Background: an optimization exercise with open tools, aiming at small area, a short achievable clock period and few clock cycles per item. Do not read the settings as production practice.
Function was checked by simulation only, so behaviour that the tests miss may differ from the original.
Power figures rest on the tool's default switching activity, not on a simulated workload.

==> trial 58: inputs <==
==> flow/design.v <==
`timescale 1ns / 1ps
`default_nettype none
package ers_pkg;
  localparam int MAX_SEGMENTS = 32;
  localparam int COORD_BITS   = 12;
  localparam int SEG_CNT_W    = $clog2(MAX_SEGMENTS + 1);
  localparam int ELIM_BITS    = 2;
  localparam logic [1:0] FN_LOAD  = 2'd0;
  localparam logic [1:0] FN_QUERY = 2'd1;
  localparam logic [1:0] FN_CLEAR = 2'd2;
  localparam logic [2:0] STS_LOADED  = 3'd0;
  localparam logic [2:0] STS_FULL    = 3'd1;
  localparam logic [2:0] STS_CLEARED = 3'd2;
  localparam logic [2:0] STS_FOUND   = 3'd3;
  localparam logic [2:0] STS_NONE    = 3'd4;
endpackage
`default_nettype wire
`timescale 1ns / 1ps
`default_nettype none
module ers_less #(
  parameter int W = 12
) (
  input  wire logic [W-1:0] a_i,
  input  wire logic [W-1:0] b_i,
  output logic              lt_o    
);
  always_comb begin
    logic [15:0] lt, le;
    lt = '0;
    le = '1;
    for (int i = 0; i < W; i++) begin
      lt[i] = !a_i[i] && b_i[i];
      le[i] = !a_i[i] || b_i[i];
    end
    for (int n = 16; n > 1; n = n / 2) begin
      for (int i = 0; i < n / 2; i++) begin
        lt[i] = lt[2*i+1] || (le[2*i+1] && lt[2*i]);
        le[i] = lt[2*i+1] || (le[2*i+1] && le[2*i]);
      end
    end
    lt_o = lt[0];
  end
endmodule
`default_nettype wire
`timescale 1ns / 1ps
`default_nettype none
module ers_elim #(
  parameter int N  = 32,
  parameter int W  = 12,
  parameter int HI = 11,
  parameter int LO = 9
) (
  input  wire logic [4*N*W-1:0] pos_i,    
  input  wire logic [4*N-1:0]   msk_i,    
  output logic      [4*N-1:0]   msk_o,
  output logic      [4*(HI-LO+1)-1:0] bits_o   
);
  localparam int NB = HI - LO + 1;
  always_comb begin
    logic [N-1:0] m;
    logic [N-1:0] col [NB];
    logic [N-1:0] sel;
    logic [(1<<NB)-1:0] tr;
    logic [NB-1:0] d;
    bits_o = '0;
    for (int k = 0; k < 4; k++) begin
      m = msk_i[k*N +: N];
      for (int j = 0; j < NB; j++) begin
        for (int s = 0; s < N; s++) col[j][s] = pos_i[(k*N+s)*W + HI - j] ^ (k >= 2);
      end
      d = '0;
      for (int j = 0; j < NB; j++) begin
        tr = '0;
        for (int x = 0; x < (1 << j); x++) begin
          sel = m & col[j];
          for (int q = 0; q < j; q++) if ((x >> q) & 1) sel = sel & col[q];
          tr[x] = |sel;
        end
        d[j] = tr[d & ((1 << j) - 1)];
      end
      for (int j = 0; j < NB; j++) begin
        m = m & (col[j] | {N{!d[j]}});
        bits_o[k*NB + (HI - LO) - j] = d[j] ^ (k >= 2);
      end
      msk_o[k*N +: N] = m;
    end
  end
endmodule
`default_nettype wire
`timescale 1ns / 1ps
`default_nettype none
module enclosing_rectangle_search_core
(
  input  wire logic        clk_i,
  input  wire logic        rst_ni,
  input  wire logic        s_axis_tvalid,
  output logic             s_axis_tready,
  input  wire logic [63:0] s_axis_tdata,
  input  wire logic [1:0]  s_axis_tuser,
  output logic             m_axis_tvalid,
  input  wire logic        m_axis_tready,
  output logic [47:0]      m_axis_tdata,
  output logic [2:0]       m_axis_tuser
);
  localparam int N   = ers_pkg::MAX_SEGMENTS;
  localparam int W   = ers_pkg::COORD_BITS;
  localparam int CW  = ers_pkg::SEG_CNT_W;
  localparam int BPS = ers_pkg::ELIM_BITS;    
  localparam int NST = W / BPS;               
  logic [N-1:0]   r_val;
  logic [N*W-1:0] r_x1, r_x2, r_y1, r_y2;
  logic [W-1:0]   n_x1, n_x2, n_y1, n_y2;
  logic [CW-1:0]  count_q;
  logic        v0;
  logic [1:0]  f0;
  logic [60:0] d0;
  logic        adv;
  logic        go0;
  logic        full;
  localparam int NI  = 4;                     
  logic [NI-1:0] pin_q;      
  logic [NI-1:0] ent_ok;     
  logic [NI-1:0] ent;        
  logic        ins, clr;
  assign full = count_q[CW-1];    
  always_comb begin
    for (int k = 0; k < NI; k++)
      ent_ok[k] = !r_val[(k*(N/NI) + N-1) % N] && !pin_q[k];
  end
  assign go0  = v0 && adv && ((f0 != ers_pkg::FN_LOAD) || full || (|ent_ok));
  assign ins  = go0 && (f0 == ers_pkg::FN_LOAD) && !full;
  assign clr  = go0 && (f0 == ers_pkg::FN_CLEAR);
  logic        sk_v;
  logic [1:0]  sk_f;
  logic [60:0] sk_d;
  logic        free0;
  logic        acc;
  logic        rdy_q;    
  assign s_axis_tready = rdy_q;
  assign free0 = !v0 || go0;
  assign acc   = s_axis_tvalid && !sk_v && (s_axis_tuser != 2'd3);
  always_ff @(posedge clk_i or negedge rst_ni) begin
    if (!rst_ni) begin
      v0    <= 1'b0;
      sk_v  <= 1'b0;
      rdy_q <= 1'b1;
    end else if (free0) begin
      v0    <= sk_v || acc;
      sk_v  <= 1'b0;
      rdy_q <= 1'b1;
    end else begin
      sk_v  <= sk_v || acc;
      rdy_q <= !(sk_v || acc);
    end
  end
  always_ff @(posedge clk_i) begin
    if (free0) begin
      f0 <= sk_v ? sk_f : s_axis_tuser;
      d0 <= sk_v ? sk_d : s_axis_tdata[60:0];
    end
    if (!sk_v) begin
      sk_f <= s_axis_tuser;
      sk_d <= s_axis_tdata[60:0];
    end
  end
  assign n_x1 = d0[0] ? d0[12:1]  : d0[24:13];
  assign n_x2 = d0[0] ? d0[12:1]  : d0[36:25];
  assign n_y1 = d0[0] ? d0[24:13] : d0[12:1];
  assign n_y2 = d0[0] ? d0[36:25] : d0[12:1];
  always_comb begin
    logic taken;
    taken = 1'b0;
    for (int k = 0; k < NI; k++) begin
      ent[k] = ins && ent_ok[k] && !taken;
      taken  = taken || ent_ok[k];
    end
  end
  always_ff @(posedge clk_i) begin
    r_x1 <= {r_x1[(N-1)*W-1:0], r_x1[N*W-1 -: W]};
    r_x2 <= {r_x2[(N-1)*W-1:0], r_x2[N*W-1 -: W]};
    r_y1 <= {r_y1[(N-1)*W-1:0], r_y1[N*W-1 -: W]};
    r_y2 <= {r_y2[(N-1)*W-1:0], r_y2[N*W-1 -: W]};
    for (int k = 0; k < NI; k++) begin
      if (ent[k]) begin
        r_x1[k*(N/NI)*W +: W] <= n_x1;
        r_x2[k*(N/NI)*W +: W] <= n_x2;
        r_y1[k*(N/NI)*W +: W] <= n_y1;
        r_y2[k*(N/NI)*W +: W] <= n_y2;
      end
    end
  end
  always_ff @(posedge clk_i or negedge rst_ni) begin
    if (!rst_ni) begin
      r_val   <= '0;
      count_q <= '0;
    end else begin
      if (clr) begin
        r_val <= '0;
      end else begin
        r_val <= {r_val[N-2:0], r_val[N-1]};
        for (int k = 0; k < NI; k++) if (ent[k]) r_val[k*(N/NI)] <= 1'b1;
      end
      if (clr) begin
        count_q <= '0;
      end else if (ins) begin
        count_q <= count_q + CW'(1);
      end
    end
  end
  logic [W-1:0]   qx, qy;
  logic [4*N-1:0] cls;      
  assign qx = d0[48:37];
  assign qy = d0[60:49];
  logic [4*N-1:0] ccmp, cc;
  logic           cv, cq;
  logic [2:0]     cst;
  logic [4*N-1:0] lt_raw;
  genvar gs;
  generate
    for (gs = 0; gs < N; gs++) begin : g_cmp
      ers_less #(.W(W)) u_c1 (.a_i(r_x1[gs*W +: W]), .b_i(qx), .lt_o(lt_raw[0*N + gs]));
      ers_less #(.W(W)) u_c2 (.a_i(qx), .b_i(r_x2[gs*W +: W]), .lt_o(lt_raw[1*N + gs]));
      ers_less #(.W(W)) u_c3 (.a_i(r_y1[gs*W +: W]), .b_i(qy), .lt_o(lt_raw[2*N + gs]));
      ers_less #(.W(W)) u_c4 (.a_i(qy), .b_i(r_y2[gs*W +: W]), .lt_o(lt_raw[3*N + gs]));
    end
  endgenerate
  assign ccmp = {lt_raw[3*N +: N], lt_raw[2*N +: N],
                 lt_raw[1*N +: N] & r_val, lt_raw[0*N +: N] & r_val};
  always_comb begin
    for (int s = 0; s < N; s++) begin
      logic c1, c2, c3, c4;
      c1 = cc[0*N + s];
      c2 = cc[1*N + s];
      c3 = cc[2*N + s];
      c4 = cc[3*N + s];
      cls[0*N + s] = c1 && c3 && c4;    
      cls[1*N + s] = c1 && c2 && c3;    
      cls[2*N + s] = c2 && c3 && c4;    
      cls[3*N + s] = c1 && c2 && c4;    
    end
  end
  logic [NST:1]     sv;        
  logic [NST:1]     sq;        
  logic [2:0]       sst  [1:NST];
  logic [3:0]       sside[1:NST];
  logic [4*N-1:0]   smsk [1:NST];
  logic [4*W-1:0]   sres [1:NST];
  logic [4*N-1:0]   emsk [1:NST];
  logic [4*W-1:0]   eres [1:NST];
  function automatic logic [4*N-1:0] turn(input logic [4*N-1:0] m);
    for (int k = 0; k < 4; k++) turn[k*N +: N] = {m[k*N +: N-1], m[k*N + N-1]};
  endfunction
  logic [4*N-1:0] m1_in;
  logic           q0;
  logic [2:0]     st0;
  assign q0    = (f0 == ers_pkg::FN_QUERY);
  assign st0   = (f0 == ers_pkg::FN_CLEAR) ? ers_pkg::STS_CLEARED :
                 full ? ers_pkg::STS_FULL : ers_pkg::STS_LOADED;
  assign m1_in = cls;    
  always_ff @(posedge clk_i or negedge rst_ni) begin
    if (!rst_ni) begin
      cv <= 1'b0;
    end else if (adv) begin
      cv <= go0;
    end
  end
  always_ff @(posedge clk_i) begin
    if (adv) begin
      cq  <= q0;
      cst <= st0;
      cc  <= turn(ccmp);
    end else begin
      cc  <= turn(cc);
    end
  end
  genvar g;
  generate
    for (g = 1; g <= NST; g++) begin : g_st
      localparam int HI = W - 1 - (g - 1) * BPS;
      localparam int LO = HI - BPS + 1;
      logic [4*BPS-1:0] bits;
      ers_elim #(.N(N), .W(W), .HI(HI), .LO(LO)) u_elim (
        .pos_i  ({r_y2, r_x2, r_y1, r_x1}),
        .msk_i  (smsk[g]),
        .msk_o  (emsk[g]),
        .bits_o (bits)
      );
      always_comb begin
        eres[g] = sres[g];
        for (int k = 0; k < 4; k++) eres[g][k*W + LO +: BPS] = bits[k*BPS +: BPS];
      end
      if (g == 1) begin : g_first
        assign sv[g]    = cv;
        assign sq[g]    = cq;
        assign sst[g]   = cst;
        assign sside[g] = '0;
        assign smsk[g]  = m1_in;
        assign sres[g]  = '0;
      end else begin : g_reg
        always_ff @(posedge clk_i or negedge rst_ni) begin
          if (!rst_ni) begin
            sv[g] <= 1'b0;
          end else if (adv) begin
            sv[g] <= sv[g-1];
          end
        end
        always_ff @(posedge clk_i) begin
          if (adv) begin
            sq[g]    <= sq[g-1];
            sst[g]   <= sst[g-1];
            if (g == 2) begin
              for (int k = 0; k < 4; k++) sside[g][k] <= |smsk[1][k*N +: N];
            end else begin
              sside[g] <= sside[g-1];
            end
            smsk[g]  <= turn(emsk[g-1]);
            sres[g]  <= eres[g-1];
          end else begin
            smsk[g] <= turn(smsk[g]);
          end
        end
      end
    end
  endgenerate
  logic [NI-1:0] pin_d;
  always_comb begin
    for (int e = 0; e < NI; e++) begin
      pin_d[e] = 1'b0;
      for (int g2 = 1; g2 <= NST; g2++) begin
        for (int k = 0; k < 4; k++)
          pin_d[e] |= sv[g2] && sq[g2] && smsk[g2][k*N + (e*(N/NI) + N-2) % N];
      end
    end
  end
  always_ff @(posedge clk_i or negedge rst_ni) begin
    if (!rst_ni) begin
      pin_q <= '0;
    end else begin
      pin_q <= pin_d;
    end
  end
  logic          found;
  logic [50:0]   fin;
  assign found = &sside[NST];
  assign fin   = !sq[NST] ? {sst[NST], 48'd0} :
                 found    ? {ers_pkg::STS_FOUND, eres[NST]} :
                            {ers_pkg::STS_NONE, 48'd0};
  logic        a_v, b_v;
  logic [50:0] a_d, b_d;
  logic        in_v, take;
  assign in_v = adv && sv[NST];
  assign take = a_v && m_axis_tready;
  assign adv  = !(a_v && b_v);
  always_ff @(posedge clk_i or negedge rst_ni) begin
    if (!rst_ni) begin
      a_v <= 1'b0;
      b_v <= 1'b0;
    end else if (!a_v || take) begin
      a_v <= b_v || in_v;
      b_v <= b_v && in_v;
    end else begin
      b_v <= b_v || in_v;
    end
  end
  always_ff @(posedge clk_i) begin
    if (!a_v || take) begin
      a_d <= b_v ? b_d : fin;
      b_d <= fin;
    end else if (!b_v) begin
      b_d <= fin;
    end
  end
  assign m_axis_tvalid = a_v;
  logic [50:0] out_d;
  assign out_d = a_d;
  assign m_axis_tuser = out_d[50:48];
  assign m_axis_tdata = out_d[47:0];
endmodule
`default_nettype wire
==> flow/run.sh <==
#!/bin/bash
# synth_recipe.tcl (not shown) runs the flow's synth.tcl, then flattens the netlist and writes it again
# the make line also repeats each setting of config.mk as NAME=value (left out here)
make -C /OpenROAD-flow-scripts/flow DESIGN_CONFIG=/design/flow/config.mk WORK_HOME=/design/flow/orfs CLKGATE_MAP_FILE= SYNTH_SCRIPT=/design/flow/synth_recipe.tcl finish
==> flow/config.mk <==
export PLATFORM = sky130hd
export DESIGN_NAME = enclosing_rectangle_search_core
export DESIGN_NICKNAME = enclosing_rectangle_search_core
export VERILOG_FILES = /design/flow/design.v
export SDC_FILE = /design/flow/constraint.sdc
export NUM_CORES = 4
export LEC_CHECK = 0
export CAP_MARGIN = 20
export CORE_MARGIN = 2
export CORE_UTILIZATION = 38
export CTS_CLUSTER_DIAMETER = 80
export CTS_CLUSTER_SIZE = 20
export PLACE_DENSITY = 0.47
export SETUP_SLACK_MARGIN = 2.3
export SLEW_MARGIN = 20
export SYNTH_HIERARCHICAL = 1
export SYNTH_MINIMUM_KEEP_SIZE = 0
==> flow/constraint.sdc <==
create_clock -name core_clock -period 5.0 [get_ports {clk_i}]
set_input_delay 1.0000 -clock core_clock [delete_from_list [all_inputs] [get_ports {clk_i}]]
set_output_delay 1.0000 -clock core_clock [all_outputs]
set_load 0.01 [all_outputs]
==> inputs of build 82, as changes to trial 58 <==
--- a/flow/design.v
+++ b/flow/design.v
@@ -290,21 +290,21 @@
         for (int k = 0; k < 4; k++) eres[g][k*W + LO +: BPS] = bits[k*BPS +: BPS];
       end
-      if (g == 1) begin : g_first
-        assign sv[g]    = cv;
-        assign sq[g]    = cq;
-        assign sst[g]   = cst;
-        assign sside[g] = '0;
-        assign smsk[g]  = m1_in;
-        assign sres[g]  = '0;
-      end else begin : g_reg
-        always_ff @(posedge clk_i or negedge rst_ni) begin
-          if (!rst_ni) begin
-            sv[g] <= 1'b0;
-          end else if (adv) begin
-            sv[g] <= sv[g-1];
-          end
+      always_ff @(posedge clk_i or negedge rst_ni) begin
+        if (!rst_ni) begin
+          sv[g] <= 1'b0;
+        end else if (adv) begin
+          if (g == 1) sv[g] <= cv;
+          else        sv[g] <= sv[g-1];
         end
-        always_ff @(posedge clk_i) begin
-          if (adv) begin
+      end
+      always_ff @(posedge clk_i) begin
+        if (adv) begin
+          if (g == 1) begin
+            sq[g]    <= cq;
+            sst[g]   <= cst;
+            sside[g] <= '0;
+            smsk[g]  <= turn(m1_in);
+            sres[g]  <= '0;
+          end else begin
             sq[g]    <= sq[g-1];
             sst[g]   <= sst[g-1];
@@ -316,7 +316,7 @@
             smsk[g]  <= turn(emsk[g-1]);
             sres[g]  <= eres[g-1];
-          end else begin
-            smsk[g] <= turn(smsk[g]);
           end
+        end else begin
+          smsk[g] <= turn(smsk[g]);
         end
       end
@@ -327,4 +327,6 @@
     for (int e = 0; e < NI; e++) begin
       pin_d[e] = 1'b0;
+      for (int k = 0; k < 4; k++)
+        pin_d[e] |= cv && cq && cls[k*N + (e*(N/NI) + N-2) % N];
       for (int g2 = 1; g2 <= NST; g2++) begin
         for (int k = 0; k < 4; k++)
--- a/flow/config.mk
+++ b/flow/config.mk
@@ -8,9 +8,9 @@
 export CAP_MARGIN = 20
 export CORE_MARGIN = 2
-export CORE_UTILIZATION = 38
-export CTS_CLUSTER_DIAMETER = 80
-export CTS_CLUSTER_SIZE = 20
-export PLACE_DENSITY = 0.47
-export SETUP_SLACK_MARGIN = 2.3
+export CORE_UTILIZATION = 36
+export CTS_CLUSTER_DIAMETER = 100
+export CTS_CLUSTER_SIZE = 30
+export PLACE_DENSITY = 0.45
+export SETUP_SLACK_MARGIN = 2.5
 export SLEW_MARGIN = 20
 export SYNTH_HIERARCHICAL = 1
==> summary of the runs <==
- Against build 82, the clock skew of trial 58 is higher by 0.0028 ns.
- Between trial 58 and build 82, the lower sequential cell count is in trial 58 (gap 132).
- Of trial 58 and build 82, build 82 has the higher cell count (gap 3.3%, measured against build 82).
- Against build 82, the final area of trial 58 is lower by about 6.5%.
- Between build 82 and trial 58, the lower die area is in trial 58 (gap 8.5%, measured against trial 58).
- Sequential share of layout area: trial 58 is higher than build 82 (0.51 points).
- In build 82 the clock power is lower than in trial 58, by about 6%.
==> figures <==
Slew at the pin closest to its max-slew limit: build 82 1.17 ns; trial 58 1.30 ns
Max Fclk: build 82 0.356 GHz; trial 58 0.353 GHz
WP data required: build 82 5.51 ns; trial 58 5.84 ns
Footprint of the flip-flops and latches: build 82 61,500 um^2; trial 58 58,200 um^2
Result of the run: build 82 finished clean; trial 58 finished clean
Multi-input combinational cell area: build 82 67,500 um^2; trial 58 63,200 um^2
Vertical die dimension: build 82 601 um; trial 58 577 um
Final wirelength: build 82 719,000 um; trial 58 686,000 um
Total internal power: build 82 0.0360 W; trial 58 0.0357 W
Worst path buffer plus inverter count: build 82 4; trial 58 3
Power of the clock network: build 82 0.0156 W; trial 58 0.0166 W
CP startpoint: build 82 smsk[3][78]; trial 58 d0[42]
Met1 layer wirelength in the final routing: build 82 294,000 um; trial 58 288,000 um
Global-route total usage across every layer: build 82 0.377; trial 58 0.395
Sequential cell power: build 82 0.0293 W; trial 58 0.0284 W
Post-detailed-placement half-perimeter wirelength: build 82 529,000 um; trial 58 519,000 um
Testbench counts of trial 58, summed over its fixed seeds: cycles 2,042, requests 1,968.
Testbench counts of build 82, summed over its fixed seeds: cycles 2,052, requests 1,968.

## what the ideal ports hide
How much do the figures lean on ideal ports? The routed layouts below were timed once more, with nothing changed but the port constraints. Step 1: set_driving_cell puts a clkbuf_16 on clk_i and a buf_2 on each other input, an assumption about the parent block. Step 2 moves the port delays by t, midway between the first and last clock arrival at a register: inputs arrive t later, outputs are due t later. That takes back most of the time a late clock gives input paths. Three values: ideal ports, drivers, drivers and shift; two values: the first two.
| run | t (ns) | slack for setup (ns) | hold slack, ns | worst slew at a driven data input, ns |
|---|---|---|---|---|
| trial 58 | 1.047 | 2.166 / 2.166 / 1.989 | 0.233 / 0.146 / 0.372 | 0.16 |
| build 82 | 1.047 | 2.190 / 2.177 / 1.920 | 0.143 / 0.193 / 0.364 | 0.15 |
After both steps setup and hold are still met in every run listed. For build 82, which loses most, drivers alone change the setup slack by -0.013 ns; drivers and shift together by -0.270 ns.
